This design comes from an exercise in tuning for a short achievable clock period and few clock cycles on the open sky130 flow, not from production work. In this exercise RTL edits were held to simulation tests only and were not proved equivalent to the original. Power and IR drop assume default switching activity.

Setup of quartz:
// pipeline
module pipeline (
    input  logic                        clock,
    input  logic                        reset,
    input  logic [32-1:0]            mem_rdata,     
    output logic [1:0]                  mem_command,   
    output logic [32-1:0]            mem_addr,
    output logic [32-1:0]            mem_wdata,
    output logic                        commit_valid,
    output logic                        commit_wr_en,
    output logic [5-1:0]       commit_wr_idx,
    output logic [32-1:0]            commit_wr_data,
    output logic [32-1:0]            commit_npc,
    output logic [31:0]                 commit_inst
);
Size: about 8600 cells after synthesis, roughly 200 I/O pins.
clock: 5.5 ns
lec_check: 0
cap_margin: 20
core_margin: 2
core_utilization: 42
cts_cluster_diameter: 100
cts_cluster_size: 25
place_density: 0.52
setup_slack_margin: 3.2
slew_margin: 20
synth_hierarchical: 1
tns_end_percent: 100
run.sh (not shown) runs the stock make flow with config.mk's settings and CLKGATE_MAP_FILE= SYNTH_SCRIPT=/design/flow/synth_recipe.tcl, a recipe that flattens the netlist after the stock synthesis.
Testbench counts of quartz, summed over its fixed seeds: cycles 33,482.
Setup changes, quartz to violet
-- flow/design.v --
<<< quartz, line 1
module pl_carry #(
    parameter int W = 16
>>> violet, line 1
module pl_rfread #(
    parameter int W = 8
) (
    input  logic              clock,
    input  logic [4:0]        n_rs1,     
    input  logic [4:0]        n_rs2,
    input  logic [31*W-1:0]   regs,      
    output logic [W-1:0]      rs1_val,
    output logic [W-1:0]      rs2_val
);
    logic [31:0] sel1, sel2;
    always_ff @(posedge clock) begin
        sel1 <= 32'd1 << n_rs1;
        sel2 <= 32'd1 << n_rs2;
    end
    always_comb begin
        rs1_val = '0;
        rs2_val = '0;
        for (int i = 1; i < 32; i++) begin
            rs1_val = rs1_val | ({W{sel1[i]}} & regs[(i-1)*W +: W]);
            rs2_val = rs2_val | ({W{sel2[i]}} & regs[(i-1)*W +: W]);
        end
    end
endmodule
module pl_carry #(
    parameter int W = 16
<<< quartz, line 146
    logic              d_valid;
    logic [31:0]       d_inst;
    logic [31:0]       d_rs1_oh;         
    logic [31:0]       d_rs2_oh;
    logic [4:0]        d_rs1_q, d_rs2_q;
    logic              d_use1, d_use2, d_we, d_lw, d_sw, d_sub, d_kagu, d_kadd, d_and, d_or;
>>> violet, line 170
    logic              d_valid;
    logic [31:0]       d_inst;
    logic [4:0]        d_rs1_q, d_rs2_q;
    logic              d_use1, d_use2, d_we, d_lw, d_sw, d_sub, d_kagu, d_kadd, d_and, d_or;
<<< quartz, line 256
        d_rs1_q  <= n_rs1;
        d_rs2_q  <= n_rs2;
        d_rs1_oh <= 32'd1 << n_rs1;
        d_rs2_oh <= 32'd1 << n_rs2;
        if (pop) begin
            d_inst <= qh_inst;
>>> violet, line 278
        d_rs1_q  <= n_rs1;
        d_rs2_q  <= n_rs2;
        if (pop) begin
            d_inst <= qh_inst;
<<< quartz, line 268
                 : (mm_kadd ? {(mm_c16 ? mm_hi1 : mm_hi0), mm_lo} : mm_logic));
    logic [31:0] rf1, rf2, f1, f2, imm;
    always_comb begin
        rf1 = '0;
        rf2 = '0;
        for (int i = 1; i < 32; i++) begin
            rf1 = rf1 | ({32{d_rs1_oh[i]}} & rf[i]);
            rf2 = rf2 | ({32{d_rs2_oh[i]}} & rf[i]);
        end
        f1  = d_m1 ? m_val : (d_w1 ? wb_val : rf1);
        f2  = d_m2 ? m_val : (d_w2 ? wb_val : rf2);
>>> violet, line 288
                 : (mm_kadd ? {(mm_c16 ? mm_hi1 : mm_hi0), mm_lo} : mm_logic));
    logic [31:0] rf1, rf2, f1, f2, imm;
    for (genvar k = 0; k < 4; k++) begin : rd
        logic [31*8-1:0] regs;
        always_comb begin
            for (int i = 1; i < 32; i++) regs[(i-1)*8 +: 8] = rf[i][k*8 +: 8];
        end
        pl_rfread #(.W(8)) slice (
            .clock, .n_rs1, .n_rs2, .regs,
            .rs1_val(rf1[k*8 +: 8]), .rs2_val(rf2[k*8 +: 8])
        );
    end
    always_comb begin
        f1  = d_m1 ? m_val : (d_w1 ? wb_val : rf1);
        f2  = d_m2 ? m_val : (d_w2 ? wb_val : rf2);
<<< quartz, line 297
    always_ff @(posedge clock) begin
        ex_inst  <= d_inst;
        ex_a     <= f1;
        if (d_kagu) ex_aa <= f1;    
        ex_imm   <= imm[11:0];
        ex_s     <= f2;
>>> violet, line 321
    always_ff @(posedge clock) begin
        ex_inst  <= d_inst;
        if (!d_kagu) ex_a <= f1;    
        ex_aa    <= f1;
        ex_imm   <= imm[11:0];
        ex_s     <= f2;
## What came out
violet reports its capturing instance or port of the critical path as ex_bx[16] while quartz reports bus_addr_q[15]. Fmax: violet below quartz. violet — reported leakage power about 5.5% higher, quartz as reference. Area of all placed cells without fillers: violet higher than quartz. Compare quartz and violet | met1 usage lower: violet. Delta (violet minus quartz): final worst slack fell 0.18 ns; area share of buffers outside the clock network decreased 0.48 points. The instance area after placement in violet was higher than what quartz gave. Comparing total power consumption of the routed design for quartz and violet, the smaller number came from quartz.
Testbench counts of violet, summed over its fixed seeds: cycles 33,482.

[re-timing with driven ports]
Ports are ideal in the flow. The routed layouts listed here were re-timed in OpenROAD.
Step 1 assumes that a clkbuf_16 drives the clock port and a buf_2 every other input.
Step 2, shift: input delay + t, output delay - t, t = (earliest + latest rising clock arrival at the registers) / 2. This alone moves slack from input paths to output paths.
Slacks: ideal / step 1 / step 2; pairs: ideal / step 1.
run | t, ns | slack for setup (ns) | worst register clock-pin slew, ns | worst slew at a driven data input, ns
quartz | 0.926 | 2.989 / 2.913 / 2.243 | 0.12 / 0.12 | 0.19
violet | 0.925 | 2.812 / 2.812 / 2.161 | 0.11 / 0.11 | 0.08
After both steps every run listed still meets setup and hold. For quartz, which loses most, drivers alone change the setup slack by -0.076 ns; drivers and shift together by -0.746 ns.
